From an optimization exercise on the open Yosys and OpenROAD flow, aimed at small area, a short achievable clock period and few clock cycles; shortcuts taken in it are not production practice.

==> 06-08: inputs <==
// mandel_render_top
module mandel_render_top #(
	parameter int SCREEN_W = 64,
	parameter int SCREEN_H = 48,
	parameter int MAX_ITER = 256,
	parameter int NUM_LANES = 2,
	parameter fixed_point_pkg::fixed_t BASE_STEP = 27'sd393216,
	parameter int ZOOM_MAX = 8
) (
	input  logic clk,
	input  logic reset,
	input  logic zoom_in_i,
	input  logic zoom_out_i,
	input  logic pan_left_i,
	input  logic pan_right_i,
	input  logic pan_up_i,
	input  logic pan_down_i,
	output logic psel_o,
	output logic penable_o,
	output logic pwrite_o,
	output logic [18:0] paddr_o,
	output logic [7:0] pwdata_o,
	input  logic pready_i,
	output logic frame_done_o
);
	logic [5:0] cmd_raw;
	logic [5:0] cmd_q;
	logic any_cmd_q;
	logic rst_q;
	logic init_q;
	logic flush;
	logic block;
	fixed_point_pkg::fixed_t step;
	fixed_point_pkg::fixed_t pan_re;
	fixed_point_pkg::fixed_t pan_im;
	logic push;
	render_pkg::pixel_addr_t push_addr;
	render_pkg::color_t push_color;
  ...
Settings: LEC_CHECK=0, CAP_MARGIN=80, CORE_MARGIN=2, CORE_UTILIZATION=40, SLEW_MARGIN=80; clock period 15.0 ns.
run.sh (not shown) runs the stock make flow with config.mk's settings and CLKGATE_MAP_FILE= SYNTH_SCRIPT=/design/flow/synth_recipe.tcl, a recipe that flattens the netlist after the stock synthesis.
==> 02-15: changes against 06-08 <==
--- a/flow/design.v
+++ b/flow/design.v
@@ -3461,16 +3461,14 @@
 	input  fixed_point_pkg::fixed_t pan_re_i,
 	input  fixed_point_pkg::fixed_t pan_im_i,
 	output logic push_o,
 	output render_pkg::pixel_addr_t addr_o,
 	output render_pkg::color_t color_o,
-	input  logic full_i,
+	input  logic credit_i,
+	output logic take_o,
 	output logic idle_o
 );
-	localparam logic [1:0] ST_IDLE = 2'd0;
-	localparam logic [1:0] ST_RUN = 2'd1;
-	localparam logic [1:0] ST_WAIT = 2'd2;
 	function automatic logic [25:0] booth_ctl(input fixed_point_pkg::fixed_t v);
 		logic [12:0] one, two;
 		logic lo;
 		for (int k = 0; k < 13; k++) begin
 			lo = (k == 0) ? 1'b0 : v[2 * k - 1];
@@ -3513,18 +3511,18 @@
 			end else begin
 				gen_cr <= gen_cr + step_i;
 			end
 		end
 	end
-	logic [1:0] s0_st;
+	logic s0_run;
 	fixed_point_pkg::fixed_t s0_zr, s0_zi, s0_cr, s0_ci;
 	logic [25:0] s0_bc;
 	render_pkg::iter_t s0_n;
 	logic [51:0] s0_sv;
 	render_pkg::pixel_addr_t s0_addr;
 	logic load;
-	logic [1:0] x_st;
+	logic x_run;
 	fixed_point_pkg::fixed_t x_zr, x_zi, x_cr, x_ci;
 	logic [25:0] x_bc;
 	render_pkg::iter_t x_n;
 	logic [51:0] x_sv;
 	render_pkg::pixel_addr_t x_addr;
@@ -3533,25 +3531,26 @@
 	logic [48:0] p0, p1;
 	function automatic logic in_range(input fixed_point_pkg::fixed_t v);
 		in_range = (v[26:24] == 3'b000) || (v[26:24] == 3'b111) ||
 			(v == 27'sh1000000);
 	endfunction
-	assign load = (s0_st == ST_IDLE) && gen_left && !restart_i && !init_i;
-	assign take = load;
+	assign load = !s0_run && gen_left && credit_i;
+	assign take = load && !restart_i;
+	assign take_o = take;
 	always_comb begin
 		if (load) begin
-			x_st = ST_RUN;
+			x_run = 1'b1;
 			x_zr = gen_cr;
 			x_zi = gen_ci;
 			x_bc = gen_bc;
 			x_cr = gen_cr;
 			x_ci = gen_ci;
 			x_n = 9'd1;
 			x_sv = {gen_cr[25:0], gen_ci[25:0]};
 			x_addr = gen_addr;
 		end else begin
-			x_st = s0_st;
+			x_run = s0_run;
 			x_zr = s0_zr;
 			x_zi = s0_zi;
 			x_bc = s0_bc;
 			x_cr = s0_cr;
 			x_ci = s0_ci;
@@ -3569,29 +3568,29 @@
 		.cim(x_ci[26:1]),
 		.a0(a0), .a1(a1),
 		.b0(b0), .b1(b1),
 		.p0(p0), .p1(p1)
 	);
-	logic [1:0] s1_st;
+	logic s1_run;
 	fixed_point_pkg::fixed_t s1_cr, s1_ci;
 	render_pkg::iter_t s1_n;
 	logic [51:0] s1_sv;
 	render_pkg::pixel_addr_t s1_addr;
 	logic s1_rng;
 	logic s1_match;
 	logic [49:0] s1_a0, s1_a1, s1_b0, s1_b1;
 	logic [48:0] s1_p0, s1_p1;
 	always_ff @(posedge clk) begin
 		if (rst || restart_i)
-			s1_st <= ST_IDLE;
+			s1_run <= 1'b0;
 		else
-			s1_st <= x_st;
+			s1_run <= x_run;
 		s1_cr <= x_cr;
 		s1_ci <= x_ci;
 		s1_n <= x_n;
 		s1_addr <= x_addr;
-		if (x_st == ST_RUN && x_n[3:0] == 4'd1)
+		if (x_n[3:0] == 4'd1)
 			s1_sv <= x_zz;
 		else
 			s1_sv <= x_sv;
 		s1_rng <= !(in_range(x_zr) && in_range(x_zi));
 		s1_match <= (x_zz == x_sv) && (x_n != 9'd1);
@@ -3605,11 +3604,10 @@
 	logic [23:0] lo_a, lo_b, lo_p;
 	logic [26:0] r0, r1, e0, e1, e_sum;
 	fixed_point_pkg::fixed_t zr_new, zi_new;
 	logic esc, fin;
 	render_pkg::color_t fin_color;
-	logic out_ready;
 	assign lo_a = {1'b0, s1_a0[22:0]} + {1'b0, s1_a1[22:0]};
 	assign lo_b = {1'b0, s1_b0[22:0]} + {1'b0, s1_b1[22:0]};
 	assign lo_p = {1'b0, s1_p0[22:0]} + {1'b0, s1_p1[22:0]};
 	iter_merge iter_merge_i (
 		.a0(s1_a0[49:23]), .a1(s1_a1[49:23]),
@@ -3623,34 +3621,28 @@
 	assign zi_new = {s1_p0[48:23] + s1_p1[48:23] + 26'(lo_p[23]), s1_ci[0]};
 	assign e_sum = e0 + e1;
 	assign esc = s1_rng || !e_sum[26];
 	assign fin = esc || s1_n[8] || s1_match;
 	assign fin_color = (esc && !s1_n[8]) ? render_pkg::escape_color(s1_n) : 8'h00;
-	assign out_ready = (s1_st == ST_WAIT) || (s1_st == ST_RUN && fin);
-	assign push_o = out_ready && !full_i && !restart_i;
+	assign push_o = s1_run && fin && !restart_i;
 	assign addr_o = s1_addr;
-	assign color_o = (s1_st == ST_WAIT) ? s1_sv[7:0] : fin_color;
+	assign color_o = fin_color;
 	always_ff @(posedge clk) begin
-		if (rst || restart_i) begin
-			s0_st <= ST_IDLE;
-		end else if (out_ready) begin
-			s0_st <= full_i ? ST_WAIT : ST_IDLE;
-		end else begin
-			s0_st <= s1_st;
-		end
+		if (rst || restart_i)
+			s0_run <= 1'b0;
+		else
+			s0_run <= s1_run && !fin;
 		s0_zr <= zr_new;
 		s0_zi <= zi_new;
 		s0_bc <= booth_ctl(zi_new);
 		s0_cr <= s1_cr;
 		s0_ci <= s1_ci;
 		s0_n <= s1_n + 1'b1;
 		s0_sv <= s1_sv;
-		if (s1_st == ST_RUN && fin)
-			s0_sv[7:0] <= fin_color;
 		s0_addr <= s1_addr;
 	end
-	assign idle_o = !gen_left && (s0_st == ST_IDLE) && (s1_st == ST_IDLE);
+	assign idle_o = !gen_left && !s0_run && !s1_run;
 endmodule
 `timescale 1ns/100ps
 module view_control (
 	input  logic clk,
 	input  logic rst,
@@ -3688,61 +3680,67 @@
 				pan_im_q <= pan_im_q + 1'b1;
 		end
 	end
 endmodule
 `timescale 1ns/100ps
-module fb_write_arbiter (
+module fb_write_arbiter #(
+	parameter int DEPTH = 4
+) (
 	input  logic clk,
 	input  logic reset,
 	input  logic flush_i,
-	input  logic stale_i,
 	input  logic block_i,
+	input  logic take_i,
 	input  logic push_i,
 	input  render_pkg::pixel_addr_t addr_i,
 	input  render_pkg::color_t color_i,
-	output logic full_o,
+	output logic credit_o,
 	output logic quiet_o,
 	output logic psel_o,
 	output logic penable_o,
 	output render_pkg::pixel_addr_t paddr_o,
 	output render_pkg::color_t pwdata_o,
 	input  logic pready_i
 );
-	logic hv, tv;
-	render_pkg::pixel_addr_t h_addr, t_addr;
-	render_pkg::color_t h_color, t_color;
+	localparam int AW = $clog2(DEPTH);
+	render_pkg::pixel_addr_t addr_q [DEPTH];
+	render_pkg::color_t color_q [DEPTH];
+	logic [AW-1:0] rd_q;
+	logic [AW-1:0] wr_q;
+	logic [DEPTH-1:0] valid_q;
+	logic [AW:0] credits_q;
 	logic idle_q;
 	logic setup_q;
 	logic bus_free;
 	logic pop;
 	logic start;
-	assign full_o = hv && tv;
-	assign quiet_o = !hv && idle_q;
+	assign credit_o = (credits_q != '0);
+	assign quiet_o = !valid_q[rd_q] && idle_q;
 	assign bus_free = idle_q || (!setup_q && pready_i);
-	assign pop = hv && !stale_i && bus_free;
+	assign pop = valid_q[rd_q] && !flush_i && bus_free;
 	assign start = pop && !block_i;
 	always_ff @(posedge clk) begin
 		if (flush_i) begin
-			hv <= 1'b0;
-			tv <= 1'b0;
-		end else if (pop) begin
-			hv <= tv || push_i;
-			tv <= tv && push_i;
+			rd_q <= '0;
+			wr_q <= '0;
+			valid_q <= '0;
+			credits_q <= (AW+1)'(DEPTH);
 		end else begin
-			hv <= hv || push_i;
-			tv <= tv || (hv && push_i);
-		end
-		if (pop ? !tv : !hv) begin
-			h_addr <= addr_i;
-			h_color <= color_i;
-		end else if (pop) begin
-			h_addr <= t_addr;
-			h_color <= t_color;
-		end
-		if (push_i && (pop ? tv : hv)) begin
-			t_addr <= addr_i;
-			t_color <= color_i;
+			if (push_i) begin
+				addr_q[wr_q] <= addr_i;
+				color_q[wr_q] <= color_i;
+				wr_q <= wr_q + 1'b1;
+			end
+			if (pop)
+				rd_q <= rd_q + 1'b1;
+			for (int k = 0; k < DEPTH; k++) begin
+				if (push_i && wr_q == AW'(k))
+					valid_q[k] <= 1'b1;
+				else if (pop && rd_q == AW'(k))
+					valid_q[k] <= 1'b0;
+			end
+			credits_q <= credits_q - (AW+1)'(take_i) + (AW+1)'(pop);
 		end
 	end
 	always_ff @(posedge clk) begin
 		if (reset) begin
 			psel_o <= 1'b0;
@@ -3763,12 +3761,12 @@
 			idle_q <= 1'b1;
 		end
 	end
 	always_ff @(posedge clk) begin
 		if (bus_free) begin
-			paddr_o <= h_addr;
-			pwdata_o <= h_color;
+			paddr_o <= addr_q[rd_q];
+			pwdata_o <= color_q[rd_q];
 		end
 	end
 endmodule
 `timescale 1ns/100ps
 module mandel_render_top #(
@@ -3806,11 +3804,12 @@
 	fixed_point_pkg::fixed_t pan_re;
 	fixed_point_pkg::fixed_t pan_im;
 	logic push;
 	render_pkg::pixel_addr_t push_addr;
 	render_pkg::color_t push_color;
-	logic buf_full;
+	logic credit;
+	logic take;
 	logic bus_quiet;
 	logic engine_idle;
 	render_pkg::pixel_addr_t paddr;
 	logic complete;
 	assign cmd_raw = {zoom_in_i, zoom_out_i, pan_left_i, pan_right_i, pan_up_i, pan_down_i};
@@ -3844,23 +3843,24 @@
 		.pan_re_i(pan_re),
 		.pan_im_i(pan_im),
 		.push_o(push),
 		.addr_o(push_addr),
 		.color_o(push_color),
-		.full_i(buf_full),
+		.credit_i(credit),
+		.take_o(take),
 		.idle_o(engine_idle)
 	);
 	fb_write_arbiter fb_write_arbiter_i (
 		.clk(clk),
 		.reset(reset),
 		.flush_i(flush),
-		.stale_i(flush),
 		.block_i(block),
+		.take_i(take),
 		.push_i(push),
 		.addr_i(push_addr),
 		.color_i(push_color),
-		.full_o(buf_full),
+		.credit_o(credit),
 		.quiet_o(bus_quiet),
 		.psel_o(psel_o),
 		.penable_o(penable_o),
 		.paddr_o(paddr),
 		.pwdata_o(pwdata_o),
--- a/flow/config.mk
+++ b/flow/config.mk
@@ -5,7 +5,7 @@
 export SDC_FILE = /design/flow/constraint.sdc
 export NUM_CORES = 4
 export LEC_CHECK = 0
 export CAP_MARGIN = 80
 export CORE_MARGIN = 2
-export CORE_UTILIZATION = 40
+export CORE_UTILIZATION = 65
 export SLEW_MARGIN = 80
==> notes.md <==
- Of 06-08 and 02-15, 02-15 has the higher routed wire length (gap 1.8%, measured against 02-15).
- In 02-15 the critical path depth is higher than in 06-08, by 2.
- In 06-08 the worst setup slack is worse than in 02-15, by 890 ps.
Function was not checked in any run of this note: the RTL went through the layout flow alone.

-- afterwards: timing with drivers on the ports --
Ports are ideal in the flow. The routed layouts listed here were re-timed in OpenROAD.
Step 1 sets driving cells, clkbuf_16 on the clock port and buf_2 on the other inputs (assumed; they add their load-dependent delay and slew).
Step 2 times the ports against the registers' clock, not the clock port: input delays grow and output delays shrink by t, the midpoint of the rising clock arrivals with the driver on.
Three values: no drivers, after step 1, after step 2; two values: the first two.
run	t (ns)	setup WS [ns]	worst setup path after step 2
06-08	0.811	8.156 / 8.156 / 8.156	register to register
02-15	0.761	9.044 / 9.044 / 9.044	register to register
After both steps setup and hold are still met in every run listed.
